What follows belongs to an exercise in optimizing a design on an open flow for small area and a short achievable clock period; a production flow would make more cautious choices. In this exercise RTL edits were held to simulation tests only and were not proved equivalent to the original. No activity file was given, so power comes from the tool's default toggle rates.

Design fpu_top, start of the top module:
module fpu_top (
	input  logic                   clk,
	input  logic                   arst_n,
	input  logic                   issue,
	input  fpu_pkg::fpu_instr_t    instr,
	input  logic [32-1:0] x1,
	input  logic [32-1:0] x2,
	output fpu_pkg::fpu_res_t      result,
	output logic                   done
);
	logic [34:0]           s_d, s_q;
	logic [8-1:0] e_d, e_q;
	logic [8:0]            f_d, f_q;
	fpu_addsub u_addsub (
		.instr    (instr),
		.a        (x1),
		.b        (x2),
		.s        (s_d),
		.e_w      (e_d),
		.sign     (f_d[0]),
		.float_sel(f_d[1]),
		.addsub   (f_d[2]),
		.eff_sub  (f_d[3]),
		.spec     (f_d[4]),
		.qnan     (f_d[5]),
		.ftoi_ovf (f_d[6]),
		.ftoi_nan (f_d[7]),
		.invalid  (f_d[8])
	);
	fpu_issue u_issue (
		.clk   (clk),
		.arst_n(arst_n),
		.issue (issue),
		.s_d   (s_d),
		.e_d   (e_d),
		.f_d   (f_d),
		.s_q   (s_q),
		.e_q   (e_q),
		.f_q   (f_q),
		.done  (done)
	);
	fpu_convert u_convert (
		.s        (s_q),
		.e_w      (e_q),
		.sign     (f_q[0]),
		.float_sel(f_q[1]),
		.addsub   (f_q[2]),
		.eff_sub  (f_q[3]),
		.spec     (f_q[4]),
		.qnan     (f_q[5]),
		.ftoi_ovf (f_q[6]),
		.ftoi_nan (f_q[7]),
		.invalid  (f_q[8]),
		.result   (result)
	);
endmodule
clock: 19.0 ns
lec_check: 0
abc_area: 1
cap_margin: 50
core_margin: 2
core_utilization: 65
place_density: 0.75
slew_margin: 70
standard.sh (not shown) runs the stock make flow with config.mk's settings and CLKGATE_MAP_FILE= SYNTH_SCRIPT=/design/flow/synth_recipe.tcl, a recipe that flattens the netlist after the stock synthesis.
==> flow/flow/run.sh <==
#!/bin/bash
# Layout flow: the standard layout (standard.sh, with its standard synthesis unchanged)
# with two changes to how the layout is optimised, none to the constraints:
#  - every port still gets a buffer, but a sky130_fd_sc_hd__buf_2 rather than the default
#    cell buffer_ports picks;
#  - the resizer's repair_timing aims for 8 ns of setup slack, so it works on the
#    critical paths although the 19 ns clock is met anyway.
# make's output goes to standard.log; each ORFS step's tool log is copied to tool_logs/.
set -e
bash standard.sh finish SETUP_SLACK_MARGIN=8 "BUFFER_PORTS_ARGS=-buffer_cell sky130_fd_sc_hd__buf_2" > standard.log 2>&1
mkdir -p tool_logs
cp orfs/logs/*/*/*/*.log tool_logs/ 2>/dev/null || true
Edit:
CAP_MARGIN = 20   (was 50)
CORE_UTILIZATION = 50   (was 65)
PLACE_DENSITY = 0.65   (was 0.75)
SLEW_MARGIN = 20   (was 70)
Clock-buffer cell count stays the same; power decreases by 1.2%; combinational power hardly moves.
Edit:
CAP_MARGIN = 50   (was 20)
SLEW_MARGIN = 70   (was 20)
TNS_END_PERCENT = 10   (was default)
- sequential share of layout area is about the same
- design area barely changes
- core utilization hardly moves
- hold slack is worse by 0.0068 ns
- power goes up by 1.8%
- area after synthesis is unchanged
- flip-flop and latch count does not change
- first-iteration DRC count decreases by 12%
- clock-buffer cell count stays the same
Edit:
--- a/flow/flow/run.sh
+++ b/flow/flow/run.sh
@@ -8,5 +8,5 @@
 # make's output goes to standard.log; each ORFS step's tool log is copied to tool_logs/.
 set -e
-bash standard.sh finish SETUP_SLACK_MARGIN=8 "BUFFER_PORTS_ARGS=-buffer_cell sky130_fd_sc_hd__buf_2" > standard.log 2>&1
+bash standard.sh finish SETUP_SLACK_MARGIN=9 "BUFFER_PORTS_ARGS=-buffer_cell sky130_fd_sc_hd__buf_2" > standard.log 2>&1
 mkdir -p tool_logs
 cp orfs/logs/*/*/*/*.log tool_logs/ 2>/dev/null || true
The new run completed without violations. Cell count is higher by 1.9%. Clock power barely changes. Total power went up by 3.6%. Clock-buffer cell count is unchanged. Design area grows by 6.4%. Wire length rose by about 4%. Area after synthesis does not change. Sequential power is about the same. Non-clock buffer count went up by 49. Setup slack improved by 0.85 ns. Global-route usage came out higher by 1.0 points.

---

fpu_top again, from the RTL that the note above started with.
Settings: LEC_CHECK=0, ABC_AREA=1, CAP_MARGIN=50, CORE_MARGIN=2, CORE_UTILIZATION=50, PLACE_DENSITY=0.65, SLEW_MARGIN=70; clock period 19.0 ns.
==> flow/flow/run.sh <==
#!/bin/bash
# The standard layout (standard.sh, standard synthesis unchanged) with two changes to how
# the layout is optimised: the port buffers are a stronger buffer cell, and the resizer's
# repair_timing aims for extra setup slack so it works on the critical paths even though
# the 19 ns clock is met anyway. Each tool's output goes to the ORFS logs; make's output to
# standard.log.
set -e
bash standard.sh finish SETUP_SLACK_MARGIN=7 "BUFFER_PORTS_ARGS=-buffer_cell sky130_fd_sc_hd__buf_2" > standard.log 2>&1
Edit:
==> flow/flow/run.sh (replaced) <==
#!/bin/bash
# Layout flow: the standard layout (standard.sh, with its standard synthesis unchanged)
# with two changes to how the layout is optimised, none to the constraints:
#  - every port still gets a buffer, but a sky130_fd_sc_hd__buf_2 rather than the default
#    cell buffer_ports picks;
#  - the resizer's repair_timing aims for 8 ns of setup slack, so it works on the
#    critical paths although the 19 ns clock is met anyway.
# make's output goes to standard.log; each ORFS step's tool log is copied to tool_logs/.
set -e
bash standard.sh finish SETUP_SLACK_MARGIN=9 "BUFFER_PORTS_ARGS=-buffer_cell sky130_fd_sc_hd__buf_2" > standard.log 2>&1
mkdir -p tool_logs
cp orfs/logs/*/*/*/*.log tool_logs/ 2>/dev/null || true
Result:
- synthesized cell count is unchanged
- combinational power is higher by about 6%
- cell count climbs by about 2.2%

==> static timing again, ports no longer ideal <==
The results above use ideal ports. As a check the final layouts listed here were re-extracted and re-timed, cells and wires unchanged.
Step 1 (the two cells are an assumption about what drives the block):
set clk [get_ports {clk}]
set_driving_cell -lib_cell sky130_fd_sc_hd__clkbuf_16 $clk
set_driving_cell -lib_cell sky130_fd_sc_hd__buf_2 [delete_from_list [all_inputs] $clk]
Step 2 adds t to the input delays and takes it off the output delays; t is the mean of the earliest and latest rising clock arrival at the registers after step 1. Input paths then give back, and output paths get back, about the clock's delay inside the block.
Slacks: ideal ports / drivers / drivers and shift; pairs: ideal ports / drivers.
run	shift t [ns]	setup slack, ns	slew at the worst register clock pin (ns)
the first run of note 1	0.330	8.492 / 8.505 / 8.176	0.07 / 0.07
the second run of note 1	0.328	8.486 / 8.503 / 8.175	0.07 / 0.07
the third run of note 1	0.333	8.395 / 8.415 / 8.082	0.07 / 0.07
the fourth run of note 1	0.333	9.245 / 9.207 / 8.935	0.07 / 0.07
the first run of note 2	0.333	7.842 / 7.862 / 7.529	0.07 / 0.07
the second run of note 2	0.334	9.272 / 9.265 / 8.931	0.07 / 0.07
After both steps every run listed still meets setup and hold. The setup slack of the second run of note 2, which loses most, moves by -0.007 ns with the drivers and by -0.341 ns with both steps.
